This is an optimization exercise on Yosys and OpenROAD, whose aim is small area and a short achievable clock period, not a production implementation. At most, simulation tests tie the RTL to the original design; equivalence was not proved. Power is estimated from default activity; no workload was simulated.

==> flow/design.v <==
package robEntryPkg;
    typedef logic [4-1:0]   robIdxT;
    typedef logic [32-1:0]        pcT;
    typedef logic [5-1:0]  archRegT;
    typedef logic [6-1:0]  physRegT;
    typedef logic [7-1:0] trapCodeT;
    typedef logic [3-1:0]   bufIdxT;
    typedef enum logic [1:0] {
        opAlu     = 2'b00,
        opLoad    = 2'b01,
        opStore   = 2'b10,
        opSyscall = 2'b11
    } microOpE;
    typedef struct packed {
        logic     valid;
        logic     done;
        microOpE  op;
        logic     rdValid;
        archRegT  archRd;
        physRegT  physRd;
        pcT       pc;
        logic     trap;
        trapCodeT trapCode;
        pcT       faultAddr;
        bufIdxT   bufIdx;
    } robEntryT;
endpackage
package robCtrlPkg;
    typedef enum logic {
        stateRun      = 1'b0,
        stateTrapHold = 1'b1
    } retireStateE;
    typedef logic [1:0] retireCountT;
    typedef logic [4:0] occupancyT;
endpackage
`timescale 1ns/1ps
module robTop (
    input  logic                   Clk,
    input  logic                   arstN,
    input  logic                   stall,
    input  logic                   flush,
    input  logic                   extInterrupt,
    input  logic                   dispatchValid0,
    input  robEntryPkg::pcT        dispatchPc0,
    input  robEntryPkg::microOpE   dispatchOp0,
    input  logic                   dispatchRdValid0,
    input  robEntryPkg::archRegT   dispatchArchRd0,
    input  robEntryPkg::physRegT   dispatchPhysRd0,
    input  logic                   dispatchValid1,
    input  robEntryPkg::pcT        dispatchPc1,
    input  robEntryPkg::microOpE   dispatchOp1,
    input  logic                   dispatchRdValid1,
    input  robEntryPkg::archRegT   dispatchArchRd1,
    input  robEntryPkg::physRegT   dispatchPhysRd1,
    output robEntryPkg::robIdxT    allocIdx0,
    output robEntryPkg::robIdxT    allocIdx1,
    output logic                   robFull,
    input  logic                   aluDone0,
    input  logic                   aluDone1,
    input  robEntryPkg::robIdxT    aluDoneIdx0,
    input  robEntryPkg::robIdxT    aluDoneIdx1,
    input  logic                   memDone,
    input  robEntryPkg::robIdxT    memDoneIdx,
    input  logic                   memTrap,
    input  robEntryPkg::trapCodeT  memTrapCode,
    input  robEntryPkg::pcT        memFaultAddr,
    input  robEntryPkg::bufIdxT    memBufIdx,
    input  robEntryPkg::robIdxT    pcReadIdx,
    output robEntryPkg::pcT        pcReadData,
    output logic                   commitMap0,
    output logic                   commitMap1,
    output robEntryPkg::archRegT   commitArchRd0,
    output robEntryPkg::archRegT   commitArchRd1,
    output robEntryPkg::physRegT   commitPhysRd0,
    output robEntryPkg::physRegT   commitPhysRd1,
    output logic                   memRetire,
    output logic                   memRetireStore,
    output robEntryPkg::bufIdxT    memRetireBufIdx,
    output logic                   trapValid,
    output robEntryPkg::pcT        trapPc,
    output robEntryPkg::pcT        trapAddr,
    output robEntryPkg::trapCodeT  trapCode
);
    localparam int PW = 32;
    localparam int AW = 5;
    localparam int RW = 6;
    localparam int FW = 2 + 1 + AW + RW;
    logic [3:0] headIdx, tailIdx;
    logic [4:0] occupancy;
    logic       trapHold;
    logic [1:0] retireCount;
    logic [1:0] allocCount;
    logic       trapTaken;
    logic       allocWrite0, allocWrite1;
    logic       active;
    logic [3:0] headNext;
    logic [3:0] head1Next;
    logic [7:0] rowOddSel, rowEvenSel;
    assign active      = !stall && !flush;
    assign robFull     = occupancy[4] || (occupancy[3:0] == 4'd15);
    assign allocWrite0 = dispatchValid0 && !robFull && active;
    assign allocWrite1 = allocWrite0 && dispatchValid1;
    assign allocCount  = {allocWrite1, allocWrite0 && !allocWrite1};
    assign allocIdx0 = tailIdx;
    assign allocIdx1 = tailIdx + 4'd1;
    assign headNext  = flush ? 4'd0 : stall ? headIdx : headIdx + {2'b0, retireCount};
    assign head1Next = headNext + 4'd1;
    always_ff @(posedge Clk or negedge arstN) begin
        if (!arstN) begin
            headIdx    <= '0;
            rowOddSel  <= 8'd1;
            rowEvenSel <= 8'd1;
            tailIdx    <= '0;
            occupancy  <= '0;
            trapHold   <= 1'b0;
        end else begin
            headIdx    <= headNext;
            rowOddSel  <= 8'd1 << headNext[3:1];
            rowEvenSel <= 8'd1 << head1Next[3:1];
            if (flush) begin
                tailIdx   <= '0;
                occupancy <= '0;
                trapHold  <= 1'b0;
            end else if (!stall) begin
                tailIdx   <= tailIdx + {2'b0, allocCount};
                occupancy <= occupancy + {3'b0, allocCount} - {3'b0, retireCount};
                if (trapTaken) trapHold <= 1'b1;
            end
        end
    end
    logic [FW-1:0] entF   [2][8];
    logic [PW-1:0] entPc  [2][8];
    logic [2:0]    entBuf [2][8];
    logic          entDone[2][8];
    logic [FW-1:0] wrF    [2];
    logic [PW-1:0] wrPc   [2];
    logic [1:0]    bankWe;
    logic [2:0]    bankRow[2];
    logic [FW-1:0] d0F, d1F;
    assign d0F = {dispatchOp0[0] ^ dispatchOp0[1], dispatchOp0[1], dispatchRdValid0,
                  dispatchArchRd0, dispatchPhysRd0};
    assign d1F = {dispatchOp1[0] ^ dispatchOp1[1], dispatchOp1[1], dispatchRdValid1,
                  dispatchArchRd1, dispatchPhysRd1};
    always_comb begin
        for (int b = 0; b < 2; b++) begin
            if (tailIdx[0] == b[0]) begin
                wrF[b]     = d0F;
                wrPc[b]    = dispatchPc0;
                bankWe[b]  = allocWrite0;
                bankRow[b] = tailIdx[3:1];
            end else begin
                wrF[b]     = d1F;
                wrPc[b]    = dispatchPc1;
                bankWe[b]  = allocWrite1;
                bankRow[b] = tailIdx[3:1] + {2'b0, tailIdx[0]};
            end
        end
    end
    always_ff @(posedge Clk) begin
        for (int b = 0; b < 2; b++) begin
            for (int r = 0; r < 8; r++) begin
                if (bankWe[b] && bankRow[b] == r[2:0]) begin
                    entF[b][r]  <= wrF[b];
                    entPc[b][r] <= wrPc[b];
                end
                if (active && memDone && memDoneIdx == {r[2:0], b[0]}) begin
                    entBuf[b][r] <= memBufIdx;
                end
                if (bankWe[b] && bankRow[b] == r[2:0]) begin
                    entDone[b][r] <= 1'b0;
                end else if (active && ((aluDone0 && aluDoneIdx0 == {r[2:0], b[0]}) ||
                                        (aluDone1 && aluDoneIdx1 == {r[2:0], b[0]}) ||
                                        (memDone  && memDoneIdx  == {r[2:0], b[0]}))) begin
                    entDone[b][r] <= 1'b1;
                end
            end
        end
    end
    logic                    faultValid;
    logic [3:0]              faultIdx;
    logic [7-1:0] faultCode;
    logic [PW-1:0]           faultAddr;
    logic                    faultNew;
    logic [3:0]              newAge, oldAge;
    assign newAge   = memDoneIdx - headIdx;
    assign oldAge   = faultIdx - headIdx;
    assign faultNew = active && memDone && memTrap && (!faultValid || newAge < oldAge);
    always_ff @(posedge Clk or negedge arstN) begin
        if (!arstN) begin
            faultValid <= 1'b0;
        end else if (flush) begin
            faultValid <= 1'b0;
        end else if (faultNew) begin
            faultValid <= 1'b1;
        end
    end
    always_ff @(posedge Clk) begin
        if (faultNew) begin
            faultIdx  <= memDoneIdx;
            faultCode <= memTrapCode;
            faultAddr <= memFaultAddr;
        end
    end
    logic [FW-1:0] bankF   [2];
    logic [2:0]    bankBuf [2];
    logic [PW-1:0] bankPc  [2];
    logic          bankDone[2];
    always_comb begin
        for (int b = 0; b < 2; b++) begin
            bankF[b]    = '0;
            bankBuf[b]  = '0;
            bankPc[b]   = '0;
            bankDone[b] = 1'b0;
            for (int r = 0; r < 8; r++) begin
                if (b == 0 ? rowEvenSel[r] : rowOddSel[r]) begin
                    bankF[b]    = bankF[b]    | entF[b][r];
                    bankBuf[b]  = bankBuf[b]  | entBuf[b][r];
                    bankPc[b]   = bankPc[b]   | entPc[b][r];
                    bankDone[b] = bankDone[b] | entDone[b][r];
                end
            end
        end
    end
    logic [FW-1:0] h0F, h1F;
    logic [2:0]    h0Buf, h1Buf;
    logic          h0Done, h1Done;
    assign h0F    = headIdx[0] ? bankF[1]    : bankF[0];
    assign h1F    = headIdx[0] ? bankF[0]    : bankF[1];
    assign h0Buf  = headIdx[0] ? bankBuf[1]  : bankBuf[0];
    assign h1Buf  = headIdx[0] ? bankBuf[0]  : bankBuf[1];
    assign h0Done = headIdx[0] ? bankDone[1] : bankDone[0];
    assign h1Done = headIdx[0] ? bankDone[0] : bankDone[1];
    assign trapPc = headIdx[0] ? bankPc[1]   : bankPc[0];
    logic [3:0] pcLo, pcHi;
    assign pcLo = 4'd1 << pcReadIdx[1:0];
    assign pcHi = 4'd1 << pcReadIdx[3:2];
    always_comb begin
        logic [PW-1:0] grp;
        pcReadData = '0;
        for (int g = 0; g < 4; g++) begin
            grp = '0;
            for (int l = 0; l < 4; l++) begin
                grp = grp | (entPc[l%2][2*g + l/2] & {PW{pcLo[l]}});
            end
            pcReadData = pcReadData | (grp & {PW{pcHi[g]}});
        end
    end
    logic       h0M, h1M, h0S, h1S;
    logic       h0Rdv, h1Rdv;
    logic       h0Valid, h1Valid;
    logic       h0Trap, h1Trap;
    logic       h0Sys, h1Sys;
    logic       retireEnable;
    logic       interruptTake, faultTake, syscallTake;
    logic       retire0, retire1;
    assign h0M   = h0F[FW-1];
    assign h1M   = h1F[FW-1];
    assign h0S   = h0F[FW-2];
    assign h1S   = h1F[FW-2];
    assign h0Rdv = h0F[FW-3];
    assign h1Rdv = h1F[FW-3];
    assign h0Sys = !h0M && h0S;
    assign h1Sys = !h1M && h1S;
    assign h0Valid = occupancy != 5'd0;
    assign h1Valid = occupancy[4:1] != 4'd0;
    assign h0Trap  = faultValid && (faultIdx == headIdx);
    assign h1Trap  = faultValid && (faultIdx == headIdx + 4'd1);
    logic run, go;
    logic p0, p1;
    assign run = !trapHold && h0Valid;
    assign go  = !stall && !flush && !extInterrupt;
    assign p0  = run && h0Done && !h0Trap && !h0Sys;
    assign p1  = p0 && h1Valid && h1Done && !h1Trap && !h1Sys && !(h0M && h1M);
    assign retireEnable  = active && !trapHold;
    assign interruptTake = active && extInterrupt && run;
    assign faultTake     = go && run && h0Done && h0Trap;
    assign syscallTake   = go && run && h0Done && !h0Trap && h0Sys;
    assign trapTaken     = active && run && (extInterrupt || (h0Done && (h0Trap || h0Sys)));
    assign retire0 = go && p0;
    assign retire1 = go && p1;
    assign retireCount = {retire1, retire0 && !retire1};
    assign commitMap0    = go && (p0 && h0Rdv);
    assign commitMap1    = go && (p1 && h1Rdv);
    assign commitArchRd0 = h0F[AW+RW-1 -: AW];
    assign commitArchRd1 = h1F[AW+RW-1 -: AW];
    assign commitPhysRd0 = h0F[RW-1:0];
    assign commitPhysRd1 = h1F[RW-1:0];
    assign memRetire       = go && ((p0 && h0M) || (p1 && h1M));
    assign memRetireStore  = h0M ? h0S : h1S;
    assign memRetireBufIdx = h0M ? h0Buf : h1Buf;
    assign trapValid = trapTaken;
    assign trapCode  = extInterrupt ? 7'(0) :
                       h0Trap       ? faultCode : 7'(10);
    assign trapAddr  = (!extInterrupt && h0Trap) ? faultAddr : '0;
endmodule
==> flow/config.mk <==
export PLATFORM = sky130hd
export DESIGN_NAME = robTop
export DESIGN_NICKNAME = robTop
export VERILOG_FILES = /design/flow/design.v
export SDC_FILE = /design/flow/constraint.sdc
export NUM_CORES = 4
export LEC_CHECK = 0
export CAP_MARGIN = 20
export CORE_MARGIN = 2
export CORE_UTILIZATION = 40
export SETUP_SLACK_MARGIN = 3.0
export SLEW_MARGIN = 20
export TNS_END_PERCENT = 0
==> flow/constraint.sdc <==
create_clock -name core_clock -period 6.5 [get_ports {Clk}]
set_input_delay 1.3000 -clock core_clock [delete_from_list [all_inputs] [get_ports {Clk}]]
set_output_delay 1.3000 -clock core_clock [all_outputs]
set_load 0.01 [all_outputs]
standard.sh (not shown) runs the stock make flow with config.mk's settings and CLKGATE_MAP_FILE= SYNTH_SCRIPT=/design/flow/synth_recipe.tcl, a recipe that flattens the netlist after the stock synthesis.
==> flow/flow/run.sh <==
#!/bin/bash
# The standard layout (standard.sh, unchanged synthesis) with two changes:
# port buffers are sky130 buf_1 cells, and clock tree synthesis gets its own
# arguments. Each tool's full output stays in orfs/logs; make's output goes
# to standard.log in this folder.
set -euo pipefail
export BUFFER_PORTS_ARGS="-buffer_cell sky130_fd_sc_hd__buf_1"
export CTS_ARGS="-sink_clustering_enable -repair_clock_nets -dont_use_dummy_load -buf_list sky130_fd_sc_hd__clkbuf_16 -sink_clustering_size 24 -sink_clustering_max_diameter 80"
bash standard.sh > standard.log 2>&1
The first run completed with no timing, DRC or antenna violations.
Rerun with:
--- a/flow/design.v
+++ b/flow/design.v
@@ -231,20 +231,7 @@
     assign h0Done = headIdx[0] ? bankDone[1] : bankDone[0];
     assign h1Done = headIdx[0] ? bankDone[0] : bankDone[1];
     assign trapPc = headIdx[0] ? bankPc[1]   : bankPc[0];
-    logic [3:0] pcLo, pcHi;
-    assign pcLo = 4'd1 << pcReadIdx[1:0];
-    assign pcHi = 4'd1 << pcReadIdx[3:2];
-    always_comb begin
-        logic [PW-1:0] grp;
-        pcReadData = '0;
-        for (int g = 0; g < 4; g++) begin
-            grp = '0;
-            for (int l = 0; l < 4; l++) begin
-                grp = grp | (entPc[l%2][2*g + l/2] & {PW{pcLo[l]}});
-            end
-            pcReadData = pcReadData | (grp & {PW{pcHi[g]}});
-        end
-    end
+    assign pcReadData = entPc[pcReadIdx[0]][pcReadIdx[3:1]];
     logic       h0M, h1M, h0S, h1S;
     logic       h0Rdv, h1Rdv;
     logic       h0Valid, h1Valid;
Final area drops by 0.74%.
Cell count climbs by 5.1%.
Setup slack is better by 0.054 ns.
Global-route usage climbs by 3.2 points.
Worst hold slack is better by 0.012 ns.
Routed wire length climbs by 11%.
Non-clock buffer count climbs by 43.
Clock power climbs by about 1%.
Sequential power is about the same.
Utilization climbs by 0.49 points.
Die area drops by 1.8%.
Synthesized area drops by 1.8%.
For the first run of this note, only the layout was checked, not whether the RTL still works.

[static timing again, ports no longer ideal]
How much do the figures lean on ideal ports? The routed layouts below were timed once more, with nothing changed but the port constraints.
Step 1, drivers: a clkbuf_16 drives Clk and a buf_2 each remaining input, both assumed.
Step 2 times the ports against the registers' clock, not the clock port: input delays grow and output delays shrink by t, the midpoint of the rising clock arrivals with the driver on.
Three values: no drivers, after step 1, after step 2; two values: the first two.
| run | t (ns) | slack for setup (ns) | clock arrival spread, ns |
|---|---|---|---|
| the first run | 0.671 | 2.145 / 2.080 / 2.007 | 0.096 / 0.096 |
| the second run | 0.682 | 2.199 / 2.134 / 1.780 | 0.121 / 0.120 |
After both steps every run listed still meets setup and hold. The setup slack of the second run, which loses most, moves by -0.065 ns with the drivers and by -0.419 ns with both steps.
